This design comes from an exercise in tuning for small area on the open sky130 flow, not from production work. Where RTL was checked, it was by simulation tests only, not by an equivalence proof against the original. Power figures rest on the tool's default switching activity, not on a simulated workload.

==> flow/design.v <==
`timescale 1ns/1ps
package dac_spi_pkg;
  localparam logic [3:0] CMD_WR_IN      = 4'h0;
  localparam logic [3:0] CMD_UPD        = 4'h1;
  localparam logic [3:0] CMD_WR_UPD_ALL = 4'h2;
  localparam logic [3:0] CMD_WR_UPD     = 4'h3;
  localparam int DAC_FRAME_BITS = 24;
  localparam int COMM_MSB       = 23;
  localparam int ADDR_MSB       = 19;
  localparam int DATA_MSB       = 15;
  typedef enum logic [1:0] {
    ST_IDLE  = 2'd0,
    ST_SHIFT = 2'd1,
    ST_DONE  = 2'd2
  } rx_state_e;
endpackage
`timescale 1ns/1ps
module spi_in_sync #(
  parameter int   STAGES  = 2,
  parameter logic RST_VAL = 1'b0
) (
  input  logic clk,
  input  logic rst,
  input  logic din,
  output logic dout,
  output logic rise,
  output logic fall
);
  logic [STAGES-1:0] sync_q, sync_d;
  logic              prev_q, prev_d;
  always_comb begin
    sync_d = {sync_q[STAGES-2:0], din};
    prev_d = sync_q[STAGES-1];
  end
  always_ff @(posedge clk or negedge rst) begin
    if (!rst) begin
      sync_q <= {STAGES{RST_VAL}};
      prev_q <= RST_VAL;
    end else begin
      sync_q <= sync_d;
      prev_q <= prev_d;
    end
  end
  assign dout = sync_q[STAGES-1];
  assign rise = dout & ~prev_q;
  assign fall = ~dout & prev_q;
endmodule
`timescale 1ns/1ps
module dac_spi_rx #(
  parameter int SYNC_STAGES = 2,
  parameter int NBITS       = 24,
  parameter int NCH         = 16
) (
  input  logic        clk,
  input  logic        rst,
  input  logic        spi_sync,
  input  logic        spi_sclk,
  input  logic        spi_data,
  input  logic [3:0]  rd_addr,
  output logic [15:0] rd_data,
  output logic        rx_valid,
  output logic [3:0]  rx_comm,
  output logic [3:0]  rx_addr,
  output logic [15:0] rx_data,
  output logic        frame_err,
  output logic        busy
);
  logic sync_s, sync_rise, sync_fall;
  logic sclk_s, sclk_rise, sclk_fall;
  logic data_s, data_rise, data_fall;
  logic unused_edges;
  spi_in_sync #(.STAGES(SYNC_STAGES), .RST_VAL(1'b1)) u_sync_sync (
    .clk(clk), .rst(rst), .din(spi_sync), .dout(sync_s), .rise(sync_rise), .fall(sync_fall));
  spi_in_sync #(.STAGES(SYNC_STAGES), .RST_VAL(1'b1)) u_sclk_sync (
    .clk(clk), .rst(rst), .din(spi_sclk), .dout(sclk_s), .rise(sclk_rise), .fall(sclk_fall));
  spi_in_sync #(.STAGES(SYNC_STAGES), .RST_VAL(1'b0)) u_data_sync (
    .clk(clk), .rst(rst), .din(spi_data), .dout(data_s), .rise(data_rise), .fall(data_fall));
  assign unused_edges = ^{sync_s, sclk_s, sclk_rise, data_rise, data_fall};
  dac_spi_pkg::rx_state_e                 state_q, state_d;
  logic [dac_spi_pkg::DAC_FRAME_BITS-1:0] sr_q, sr_d;
  logic [4:0]                cnt_q, cnt_d;
  logic                      rx_valid_q, rx_valid_d;
  logic                      frame_err_q, frame_err_d;
  logic [3:0]                rx_comm_q, rx_comm_d;
  logic [3:0]                rx_addr_q, rx_addr_d;
  logic [15:0]               rx_data_q, rx_data_d;
  logic                      good;
  always_comb begin
    state_d     = state_q;
    sr_d        = sr_q;
    cnt_d       = cnt_q;
    good        = 1'b0;
    frame_err_d = 1'b0;
    case (state_q)
      dac_spi_pkg::ST_IDLE: begin
        if (sync_fall) begin
          state_d = dac_spi_pkg::ST_SHIFT;
          cnt_d   = '0;
        end
      end
      dac_spi_pkg::ST_SHIFT: begin
        if (sclk_fall) begin
          sr_d = {sr_q[dac_spi_pkg::DAC_FRAME_BITS-2:0], data_s};
          if (cnt_q != 5'd31) cnt_d = cnt_q + 5'd1;
        end
        if (sync_rise) state_d = dac_spi_pkg::ST_DONE;
      end
      dac_spi_pkg::ST_DONE: begin
        state_d = dac_spi_pkg::ST_IDLE;
        if (cnt_q == 5'(NBITS)) good = 1'b1;
        else                    frame_err_d = 1'b1;
      end
      default: state_d = dac_spi_pkg::ST_IDLE;
    endcase
    rx_valid_d = good;
    rx_comm_d  = good ? sr_q[dac_spi_pkg::COMM_MSB -: 4]  : rx_comm_q;
    rx_addr_d  = good ? sr_q[dac_spi_pkg::ADDR_MSB -: 4]  : rx_addr_q;
    rx_data_d  = good ? sr_q[dac_spi_pkg::DATA_MSB -: 16] : rx_data_q;
  end
  always_ff @(posedge clk or negedge rst) begin
    if (!rst) begin
      state_q     <= dac_spi_pkg::ST_IDLE;
      cnt_q       <= '0;
      rx_valid_q  <= 1'b0;
      frame_err_q <= 1'b0;
      rx_comm_q   <= '0;
      rx_addr_q   <= '0;
      rx_data_q   <= '0;
    end else begin
      state_q     <= state_d;
      cnt_q       <= cnt_d;
      rx_valid_q  <= rx_valid_d;
      frame_err_q <= frame_err_d;
      rx_comm_q   <= rx_comm_d;
      rx_addr_q   <= rx_addr_d;
      rx_data_q   <= rx_data_d;
    end
  end
  always_ff @(posedge clk) sr_q <= sr_d;
  logic [NCH-1:0][15:0] in_r, out_r;      
  logic [3:0]           plo_q, phi_q;     
  logic                 ready_q;          
  logic                 pend_q;           
  logic                 run_q;            
  logic                 act;              
  logic                 c_wr;             
  logic                 p_hit, p_upd;
  logic [15:0]          in_new, out_new;
  assign c_wr  = (rx_comm_q[1:0] != 2'd1);
  logic p_first, p_last;    
  assign p_first = plo_q[0] & phi_q[0];
  assign p_last  = plo_q[3] & phi_q[3];
  assign act   = pend_q & (run_q | p_first);
  assign p_hit = plo_q[rx_addr_q[1:0]] & phi_q[rx_addr_q[3:2]];
  assign p_upd = (rx_comm_q[1:0] == 2'd2) | (rx_comm_q[0] & p_hit);
  assign in_new  = (~ready_q | (act & c_wr & p_hit)) ? rx_data_q : in_r[0];
  assign out_new = (~ready_q | (act & p_upd)) ? in_new : out_r[0];
  always_ff @(posedge clk) begin
    in_r  <= {in_new,  in_r[NCH-1:1]};
    out_r <= {out_new, out_r[NCH-1:1]};
  end
  always_ff @(posedge clk or negedge rst) begin
    if (!rst) begin
      plo_q   <= 4'b0001;
      phi_q   <= 4'b0001;
      ready_q <= 1'b0;
      pend_q  <= 1'b0;
      run_q   <= 1'b0;
    end else begin
      plo_q <= {plo_q[2:0], plo_q[3]};
      if (plo_q[3]) phi_q <= {phi_q[2:0], phi_q[3]};
      if (p_last) ready_q <= 1'b1;
      if (good) begin
        pend_q <= (sr_q[dac_spi_pkg::COMM_MSB -: 2] == 2'd0);
      end else if (act) begin
        if (p_last) begin
          pend_q <= 1'b0;
          run_q  <= 1'b0;
        end else begin
          run_q  <= 1'b1;
        end
      end
    end
  end
  logic [3:0] a_lo, a_hi;           
  logic [3:0] p_lo, p_hi0, p_hi1;   
  logic [3:0] p_gt;                 
  logic [3:0] p_hgt;                
  logic [3:0] r_lo1, r_hi0, r_hi1;
  logic [3:0] r_l0, r_l1;           
  logic       r_borrow, r_done, r_lt_hi, r_eq_hi;
  always_comb begin
    for (int m = 0; m < 4; m++) begin
      a_lo[m]  = (rd_addr[1:0] == 2'(m));
      a_hi[m]  = (rd_addr[3:2] == 2'(m));
      p_lo[m]  = plo_q[m];
      p_hi0[m] = phi_q[m];
      p_hi1[m] = phi_q[(m + 3) % 4];
      p_gt[m]  = |(plo_q >> (m + 1));
      p_hgt[m] = |(phi_q >> (m + 1));
    end
    for (int j = 0; j < 4; j++) begin
      r_lo1[j] = 1'b0;
      r_hi0[j] = 1'b0;
      r_hi1[j] = 1'b0;
      for (int m = 0; m < 4; m++) begin
        r_lo1[j] = r_lo1[j] | (a_lo[m] & p_lo[(m - j + 4) % 4]);
        r_hi0[j] = r_hi0[j] | (a_hi[m] & p_hi0[(m - j + 4) % 4]);
        r_hi1[j] = r_hi1[j] | (a_hi[m] & p_hi1[(m - j + 4) % 4]);
      end
    end
    r_borrow = 1'b0;
    r_lt_hi  = 1'b0;
    r_eq_hi  = 1'b0;
    for (int m = 0; m < 4; m++) begin
      r_borrow = r_borrow | (a_lo[m] & p_gt[m]);
      r_lt_hi  = r_lt_hi  | (a_hi[m] & p_hgt[m]);
      r_eq_hi  = r_eq_hi  | (a_hi[m] & p_hi0[m]);
    end
    for (int j = 0; j < 4; j++) begin
      r_l1[j] = r_lo1[j] & p_gt[3 - j];
      r_l0[j] = r_lo1[j] & ~p_gt[3 - j];
    end
    r_done = r_lt_hi | (r_eq_hi & r_borrow);
  end
  logic r_hit, r_upd, r_new, use_rx, use_in, use_out;
  assign r_hit = (rd_addr == rx_addr_q);
  assign r_upd = (rx_comm_q[1:0] == 2'd2) | (rx_comm_q[0] & r_hit);
  assign r_new = pend_q & ~(run_q & r_done) & r_upd;
  assign use_rx  = ~ready_q | (r_new & c_wr & r_hit);
  assign use_in  = ~use_rx & r_new;
  assign use_out = ~use_rx & ~r_new;
  logic [NCH-1:0] r_oh;
  always_comb begin
    for (int k = 0; k < NCH; k++) r_oh[k] = (r_l1[k % 4] & r_hi1[k / 4]) | (r_l0[k % 4] & r_hi0[k / 4]);
  end
  for (genvar b = 0; b < 16; b++) begin : g_rd
    logic [5:0] yo, yi;
    logic       po, pi;
    for (genvar j = 0; j < 5; j++) begin : g_j
      dac_spi_aoi222 u_o (.a0(out_r[3*j][b]), .b0(r_oh[3*j]), .a1(out_r[3*j+1][b]), .b1(r_oh[3*j+1]),
                          .a2(out_r[3*j+2][b]), .b2(r_oh[3*j+2]), .y(yo[j]));
      dac_spi_aoi222 u_i (.a0(in_r[3*j][b]), .b0(r_oh[3*j]), .a1(in_r[3*j+1][b]), .b1(r_oh[3*j+1]),
                          .a2(in_r[3*j+2][b]), .b2(r_oh[3*j+2]), .y(yi[j]));
    end
    assign yo[5] = ~(out_r[15][b] & r_oh[15]);
    assign yi[5] = ~(in_r[15][b] & r_oh[15]);
    assign po = ~&yo;
    assign pi = ~&yi;
    assign rd_data[b] = (po & use_out) | (pi & use_in) | (rx_data_q[b] & use_rx);
  end
  assign rx_valid  = rx_valid_q;
  assign frame_err = frame_err_q;
  assign rx_comm   = rx_comm_q;
  assign rx_addr   = rx_addr_q;
  assign rx_data   = rx_data_q;
  assign busy      = (state_q == dac_spi_pkg::ST_SHIFT);
endmodule
module dac_spi_aoi222 (
  input  logic a0, b0, a1, b1, a2, b2,
  output logic y
);
  assign y = ~((a0 & b0) | (a1 & b1) | (a2 & b2));
endmodule
Settings: LEC_CHECK=0, CAP_MARGIN=20, CORE_MARGIN=2, CORE_UTILIZATION=40, GPL_TIMING_DRIVEN=0, SLEW_MARGIN=20, SYNTH_HIERARCHICAL=1, SYNTH_MINIMUM_KEEP_SIZE=0; clock period 5.0 ns.
standard.sh (not shown) runs the stock make flow with config.mk's settings and CLKGATE_MAP_FILE= SYNTH_SCRIPT=/design/flow/synth_recipe.tcl, a recipe that flattens the netlist after the stock synthesis.
==> flow/flow/run.sh <==
#!/bin/bash
# Own layout flow: the standard synthesis, then the standard ORFS steps with:
#  - port buffers of a plain buffer cell (sky130_fd_sc_hd__buf_1) that the resizer may resize
#    freely (MATCH_CELL_FOOTPRINT=0), instead of a delay-buffer footprint,
#  - clock tree synthesis with small clock buffers and small sink clusters, and no dummy
#    balancing loads.
# Each tool's output goes to synth.log / layout.log in the work folder.
set -euo pipefail
cd "$(dirname "$0")/.."
bash standard.sh synth > synth.log 2>&1
bash standard.sh \
  "BUFFER_PORTS_ARGS=-buffer_cell sky130_fd_sc_hd__buf_1" \
  "CTS_ARGS=-sink_clustering_enable -repair_clock_nets -sink_clustering_size 10 -sink_clustering_max_diameter 30 -buf_list {sky130_fd_sc_hd__clkbuf_4} -dont_use_dummy_load" \
  "MATCH_CELL_FOOTPRINT=0" \
  finish > layout.log 2>&1
Then changed:
--- a/flow/design.v
+++ b/flow/design.v
@@ -185,10 +185,9 @@
   logic [3:0] a_lo, a_hi;           
   logic [3:0] p_lo, p_hi0, p_hi1;   
   logic [3:0] p_gt;                 
   logic [3:0] p_hgt;                
-  logic [3:0] r_lo1, r_hi0, r_hi1;
-  logic [3:0] r_l0, r_l1;           
+  logic [3:0] r_lo1, r_hi0, r_hi1, r_hi1h;
   logic       r_borrow, r_done, r_lt_hi, r_eq_hi;
   always_comb begin
     for (int m = 0; m < 4; m++) begin
       a_lo[m]  = (rd_addr[1:0] == 2'(m));
@@ -216,12 +215,9 @@
       r_borrow = r_borrow | (a_lo[m] & p_gt[m]);
       r_lt_hi  = r_lt_hi  | (a_hi[m] & p_hgt[m]);
       r_eq_hi  = r_eq_hi  | (a_hi[m] & p_hi0[m]);
     end
-    for (int j = 0; j < 4; j++) begin
-      r_l1[j] = r_lo1[j] & p_gt[3 - j];
-      r_l0[j] = r_lo1[j] & ~p_gt[3 - j];
-    end
+    r_hi1h = r_borrow ? r_hi1 : r_hi0;
     r_done = r_lt_hi | (r_eq_hi & r_borrow);
   end
   logic r_hit, r_upd, r_new, use_rx, use_in, use_out;
   assign r_hit = (rd_addr == rx_addr_q);
@@ -231,9 +227,9 @@
   assign use_in  = ~use_rx & r_new;
   assign use_out = ~use_rx & ~r_new;
   logic [NCH-1:0] r_oh;
   always_comb begin
-    for (int k = 0; k < NCH; k++) r_oh[k] = (r_l1[k % 4] & r_hi1[k / 4]) | (r_l0[k % 4] & r_hi0[k / 4]);
+    for (int k = 0; k < NCH; k++) r_oh[k] = r_hi1h[k / 4] & r_lo1[k % 4];
   end
   for (genvar b = 0; b < 16; b++) begin : g_rd
     logic [5:0] yo, yi;
     logic       po, pi;
Outcome:
- The new run completed, yet does not pass: setup timing
- power is about the same
- maximum frequency drops by 4.9%
- worst setup slack is worse by 250 ps
- synthesized area stays flat
- critical path depth climbs by 2
- wire length climbs by 6.0%
- clock power is about the same
- cell area climbs by 1.8%
- first-iteration DRC count climbs by 27%
No functional check of the RTL was part of the second run of this note.

## what the ideal ports hide
Ports are ideal in the flow. The routed layouts listed here were re-timed in OpenROAD.
Step 1 assumes that a clkbuf_16 drives the clock port and a buf_2 every other input.
Step 2 times the ports against the registers' clock, not the clock port: input delays grow and output delays shrink by t, the midpoint of the rising clock arrivals with the driver on.
Three values: no drivers, after step 1, after step 2; two values: the first two.
run	t (ns)	setup WS [ns]	worst hold slack (ns)	clock arrival spread, ns	pins driven straight from the clock port
the first run	0.788	0.189 / 0.143 / 0.209	0.112 / 0.089 / 0.262	0.124 / 0.124	1
the second run	0.807	-0.057 / -0.105 / 0.015	0.085 / 0.059 / 0.281	0.109 / 0.108	1
